Source: an optimization exercise on an open RTL-to-GDS flow (aim: small area and a short achievable clock period). Production flows keep margins and buffers that such runs may drop. Where RTL was checked, it was by simulation tests only, not by an equivalence proof against the original.

==> cedar: inputs <==
==> flow/design.v (excerpt) <==
module logic_probe_trigger #(
    parameter int WIDTH = 128,
    parameter int CNTW  = 16
) (
    input  logic                  clock,
    input  logic                  reset,
    input  logic                  arm,
    input  logic [WIDTH-1:0]      channels,
    input  logic [WIDTH-1:0]      match_mask,
    input  logic [WIDTH-1:0]      match_value,
    input  logic [WIDTH-1:0]      edge_mask,
    input  logic [CNTW-1:0]       occurrences,
    input  logic [CNTW-1:0]       delay,
    input  logic [CNTW-1:0]       sample_div,
    output logic [WIDTH-1:0]      channels_out,
    output logic                  trigger,
    output logic                  sample,
    output logic [1:0]            status
);
==> flow/config.mk <==
export PLATFORM = sky130hd
export DESIGN_NAME = logic_probe_trigger
export DESIGN_NICKNAME = logic_probe_trigger
export VERILOG_FILES = /design/flow/design.v
export SDC_FILE = /design/flow/constraint.sdc
export NUM_CORES = 4
export LEC_CHECK = 0
export CAP_MARGIN = 20
export CORE_MARGIN = 2
export CORE_UTILIZATION = 72
export CTS_CLUSTER_DIAMETER = 80
export CTS_CLUSTER_SIZE = 30
export SETUP_SLACK_MARGIN = 1.6
export SLEW_MARGIN = 20
export SYNTH_HIERARCHICAL = 1
==> flow/constraint.sdc <==
create_clock -name core_clock -period 3.5 [get_ports {clock}]
set_input_delay 0.7000 -clock core_clock [delete_from_list [all_inputs] [get_ports {clock}]]
set_output_delay 0.7000 -clock core_clock [all_outputs]
set_load 0.01 [all_outputs]
standard.sh (not shown) runs the stock make flow with config.mk's settings and CLKGATE_MAP_FILE= SYNTH_SCRIPT=/design/flow/synth_recipe.tcl, a recipe that flattens the netlist after the stock synthesis.
==> flow/flow/run.sh <==
#!/bin/bash
# Standard layout, with plain buffers (buf_1) on the ports instead of the default delay buffers,
# and ABC told that gate outputs drive a light load (so that it does not pick x4 cells for the
# small single-gate modules of the design).
set -euo pipefail
bash standard.sh "BUFFER_PORTS_ARGS=-buffer_cell sky130_fd_sc_hd__buf_1" "ABC_LOAD_IN_FF=1" finish > standard_make.log 2>&1
==> violet (differences from cedar) <==
==> flow/design.v (replaced) <==
module logic_probe_trigger #(
    parameter int WIDTH = 128,
    parameter int CNTW  = 16
) (
    input  logic                  clock,
    input  logic                  reset,
    input  logic                  arm,
    input  logic [WIDTH-1:0]      channels,
    input  logic [WIDTH-1:0]      match_mask,
    input  logic [WIDTH-1:0]      match_value,
    input  logic [WIDTH-1:0]      edge_mask,
    input  logic [CNTW-1:0]       occurrences,
    input  logic [CNTW-1:0]       delay,
    input  logic [CNTW-1:0]       sample_div,
    output logic [WIDTH-1:0]      channels_out,
    output logic                  trigger,
    output logic                  sample,
    output logic [1:0]            status
);
    localparam logic [1:0] IDLE  = 2'd0;
    localparam logic [1:0] ARMED = 2'd1;
    localparam logic [1:0] DELAY = 2'd2;
    localparam logic [1:0] FIRED = 2'd3;
    localparam int NGRP = WIDTH / 4;
    logic [1:0]       state_q;
    logic [1:0]       stat_q;
    logic             trigger_q;
    logic             sample_q;
    logic [WIDTH-1:0] ch_q;
    logic [WIDTH-1:0] chout_q;
    logic [WIDTH-1:0] mask_q;
    logic [WIDTH-1:0] value_q;
    logic [WIDTH-1:0] edge_q;
    logic [NGRP-1:0]  grp_q;
    logic [CNTW-1:0]  occ_cnt_q;
    logic             occ_dec_q;
    logic             occ_gt1_q;
    logic             occ_gt2_q;
    logic [CNTW-1:0]  dly_cnt_q;
    logic             dly_zero_q;
    logic             dly_le1_q;
    logic [CNTW-1:0]  div_cnt_q;
    logic             div_zero_q;
    logic             arm_ok_s;
    logic             more_s;
    logic             count_s;
    logic [1:0]       hit_state_s;
    logic [1:0]       idle_state_s;
    logic [WIDTH-1:0] mask_d_s;
    logic [WIDTH-1:0] value_d_s;
    logic [WIDTH-1:0] edge_d_s;
    logic [5:0]       hit_d_s;
    logic [5:0]       idle_d_s;
    logic [5:0]       next_d_s;
    assign arm_ok_s = arm && (state_q != FIRED);
    for (genvar i = 0; i < WIDTH; i++) begin : g_cfg
        lpt_mux u_m (.s(arm_ok_s), .a(match_mask[i]),  .b(mask_q[i]),  .y(mask_d_s[i]));
        lpt_mux u_v (.s(arm_ok_s), .a(match_value[i]), .b(value_q[i]), .y(value_d_s[i]));
        lpt_mux u_e (.s(arm_ok_s), .a(edge_mask[i]),   .b(edge_q[i]),  .y(edge_d_s[i]));
    end
    logic [WIDTH-1:0] bit_ok_s;
    logic [NGRP-1:0]  grp_d_s;
    for (genvar i = 0; i < WIDTH; i++) begin : g_bit
        lpt_bit_ok u_ok (.q(channels[i]), .qq(ch_q[i]), .m(mask_d_s[i]), .v(value_d_s[i]),
                         .e(edge_d_s[i]), .ok(bit_ok_s[i]));
    end
    for (genvar i = 0; i < NGRP; i++) begin : g_l1
        lpt_nand4 u_n (.a(bit_ok_s[4*i +: 4]), .y(grp_d_s[i]));
    end
    logic [15:0] grp8_s;
    logic [3:0]  grp32_n_s;
    logic [1:0]  grp64_s;
    for (genvar i = 0; i < 16; i++) begin : g_l2
        lpt_nor2 u_n (.a(grp_q[2*i +: 2]), .y(grp8_s[i]));
    end
    for (genvar i = 0; i < 4; i++) begin : g_l3
        lpt_nand4 u_n (.a(grp8_s[4*i +: 4]), .y(grp32_n_s[i]));
    end
    for (genvar i = 0; i < 2; i++) begin : g_l4
        lpt_nor2 u_n (.a(grp32_n_s[2*i +: 2]), .y(grp64_s[i]));
    end
    for (genvar i = 0; i < 6; i++) begin : g_sel
        lpt_sel u_s (.a(grp64_s[0]), .b(grp64_s[1]), .h(hit_d_s[i]), .i(idle_d_s[i]),
                     .y(next_d_s[i]));
    end
    always_comb begin
        more_s  = occ_dec_q ? occ_gt2_q : occ_gt1_q;
        count_s = (state_q == ARMED) && !arm_ok_s;
        if (arm_ok_s) begin
            idle_state_s = ARMED;
            hit_state_s  = ARMED;
        end else if (state_q == ARMED) begin
            idle_state_s = ARMED;
            hit_state_s  = more_s ? ARMED : (dly_zero_q ? FIRED : DELAY);
        end else if (state_q == DELAY && dly_le1_q) begin
            idle_state_s = FIRED;
            hit_state_s  = FIRED;
        end else begin
            idle_state_s = state_q;
            hit_state_s  = state_q;
        end
        if (reset) begin
            idle_state_s = IDLE;
            hit_state_s  = IDLE;
        end
        hit_d_s  = {count_s && more_s && !reset, hit_state_s == FIRED, hit_state_s, hit_state_s};
        idle_d_s = {1'b0, idle_state_s == FIRED, idle_state_s, idle_state_s};
    end
    always_ff @(posedge clock) begin
        if (reset) begin
            ch_q    <= {WIDTH{1'b0}};
            chout_q <= {WIDTH{1'b0}};
        end else begin
            ch_q    <= channels;
            chout_q <= ch_q;
        end
    end
    always_ff @(posedge clock) begin
        mask_q  <= mask_d_s;
        value_q <= value_d_s;
        edge_q  <= edge_d_s;
        grp_q   <= grp_d_s;
    end
    always_ff @(posedge clock) begin
        state_q   <= next_d_s[1:0];
        stat_q    <= next_d_s[3:2];
        trigger_q <= next_d_s[4];
        occ_dec_q <= next_d_s[5];
    end
    always_ff @(posedge clock) begin
        if (arm_ok_s) begin
            occ_cnt_q <= (occurrences == {CNTW{1'b0}}) ? {{(CNTW-1){1'b0}}, 1'b1} : occurrences;
            occ_gt1_q <= |occurrences[CNTW-1:1];
            occ_gt2_q <= |occurrences[CNTW-1:2] | &occurrences[1:0];
        end else if (occ_dec_q) begin
            occ_cnt_q <= occ_cnt_q - {{(CNTW-1){1'b0}}, 1'b1};
            occ_gt1_q <= occ_cnt_q > CNTW'(2);
            occ_gt2_q <= occ_cnt_q > CNTW'(3);
        end
    end
    always_ff @(posedge clock) begin
        if (arm_ok_s) begin
            dly_cnt_q  <= delay;
            dly_zero_q <= delay == {CNTW{1'b0}};
            dly_le1_q  <= ~|delay[CNTW-1:1];
        end else if (state_q == DELAY) begin
            dly_cnt_q  <= dly_cnt_q - {{(CNTW-1){1'b0}}, 1'b1};
            dly_le1_q  <= dly_cnt_q <= CNTW'(2);
        end
    end
    always_ff @(posedge clock) begin
        if (reset) begin
            div_cnt_q  <= {CNTW{1'b0}};
            div_zero_q <= 1'b1;
            sample_q   <= 1'b0;
        end else if (div_zero_q) begin
            div_cnt_q  <= sample_div;
            div_zero_q <= sample_div == {CNTW{1'b0}};
            sample_q   <= 1'b1;
        end else begin
            div_cnt_q  <= div_cnt_q - {{(CNTW-1){1'b0}}, 1'b1};
            div_zero_q <= div_cnt_q == {{(CNTW-1){1'b0}}, 1'b1};
            sample_q   <= 1'b0;
        end
    end
    assign channels_out = chout_q;
    assign trigger      = trigger_q;
    assign sample       = sample_q;
    assign status       = stat_q;
endmodule
module lpt_bit_ok (
    input  logic q,
    input  logic qq,
    input  logic m,
    input  logic v,
    input  logic e,
    output logic ok
);
    assign ok = ~m | (~(q ^ v) & (~e | (qq ^ v)));
endmodule
module lpt_mux (
    input  logic s,
    input  logic a,
    input  logic b,
    output logic y
);
    assign y = s ? a : b;
endmodule
module lpt_nand4 (
    input  logic [3:0] a,
    output logic       y
);
    assign y = ~&a;
endmodule
module lpt_nor2 (
    input  logic [1:0] a,
    output logic       y
);
    assign y = ~|a;
endmodule
module lpt_sel (
    input  logic a,
    input  logic b,
    input  logic h,
    input  logic i,
    output logic y
);
    assign y = (a & b) ? h : i;
endmodule
==> flow/config.mk (replaced) <==
export PLATFORM = sky130hd
export DESIGN_NAME = logic_probe_trigger
export DESIGN_NICKNAME = logic_probe_trigger
export VERILOG_FILES = /design/flow/design.v
export SDC_FILE = /design/flow/constraint.sdc
export NUM_CORES = 4
export LEC_CHECK = 0
export CAP_MARGIN = 20
export CORE_MARGIN = 2
export CORE_UTILIZATION = 60
export CTS_CLUSTER_DIAMETER = 60
export CTS_CLUSTER_SIZE = 24
export SETUP_SLACK_MARGIN = 1.9
export SLEW_MARGIN = 20
export SYNTH_HIERARCHICAL = 1
==> results.py <==
metrics = {
    "routing": {
        "viasPerCell": 5.69,
        "dr_total_vias": 22500,
    },
    "layout": {
        "clock_area_share_pct": 3.77,
        "seqCellArea_um2": 15200,
        "nClkBuffers": 50,
    },
    "cts": {
        "clkSlewWorstSetupHoldPaths_ns": 0.10,
    },
    "critical_path": {
        "r2r_start": "state_q[0]",
        "regToRegSetupSlack_ns": 1.32,
        "r2r-end": "grp_q[14]",
    },
    "grt": {
        "grt.met2_usage_pct": 62.6,
    },
    "sta": {
        "finClkSkew_ns": 0.0124,
        "relSlewSlack_pct": 45.3,
    },
    "place": {
        "pre_cts_ws_ns": 0.683,
    },
    "synthesis": {
        "ys_top_cells_by_area": "dfxtp_1 (51%), mux2_1 (16%), nor2b_1 (5.9%), a221o_1 (4.7%), edfxtp_1 (4.0%)",
        "synth_seq_cells": 732,
    },
    "status": {
        "status": "timing/DRC/antenna clean",
    },
    "power_and_ir_drop": {
        "p_int_mw": 13.3,
    },
}
Source of the figures above: violet

==> results.py <==
metrics = {
    "status": {
        "status": "timing/DRC/antenna clean",
    },
    "sta": {
        "finClkSkew_ns": 0.0141,
        "relSlewSlack_pct": 26.7,
    },
    "power_and_ir_drop": {
        "p_int_mw": 13.4,
    },
    "cts": {
        "clkSlewWorstSetupHoldPaths_ns": 0.11,
    },
    "layout": {
        "multi_input_area_um2": 11400,
        "clock_area_share_pct": 3.80,
        "seqCellArea_um2": 15100,
        "nClkBuffers": 38,
    },
    "routing": {
        "viasPerCell": 5.56,
    },
    "synthesis": {
        "ys_top_cells_by_area": "dfxtp_1 (52%), mux2_1 (11%), xnor2_1 (9.3%), nor2b_1 (6.2%), mux2i_1 (5.4%)",
        "synth_seq_cells": 735,
    },
    "place": {
        "pre_cts_ws_ns": 0.424,
    },
    "grt": {
        "grt.met2_usage_pct": 63.0,
    },
}
Source of the figures above: cedar

No functional check of the RTL was part of violet.

separate check: timing with driven ports:
In the flow no input, the clock included, has a driving cell. The finished layouts below were timed again as built, in two steps.
Step 1: set_driving_cell puts a clkbuf_16 on clock and a buf_2 on each other input, an assumption about the parent block.
Step 2 adds t to the input delays and takes it off the output delays; t is the mean of the earliest and latest rising clock arrival at the registers after step 1. Input paths then give back, and output paths get back, about the clock's delay inside the block.
a / b / c = no drivers / after step 1 / after step 2; a / b = the first two.
run | t (ns) | setup WS [ns] | worst register clock-pin slew, ns
cedar | 0.613 | 1.561 / 1.560 / 0.977 | 0.11 / 0.11
violet | 0.659 | 1.323 / 1.323 / 0.873 | 0.10 / 0.10
After both steps setup and hold are still met in every run listed. The setup slack of cedar, which loses most, moves by -0.001 ns with the drivers and by -0.584 ns with both steps.
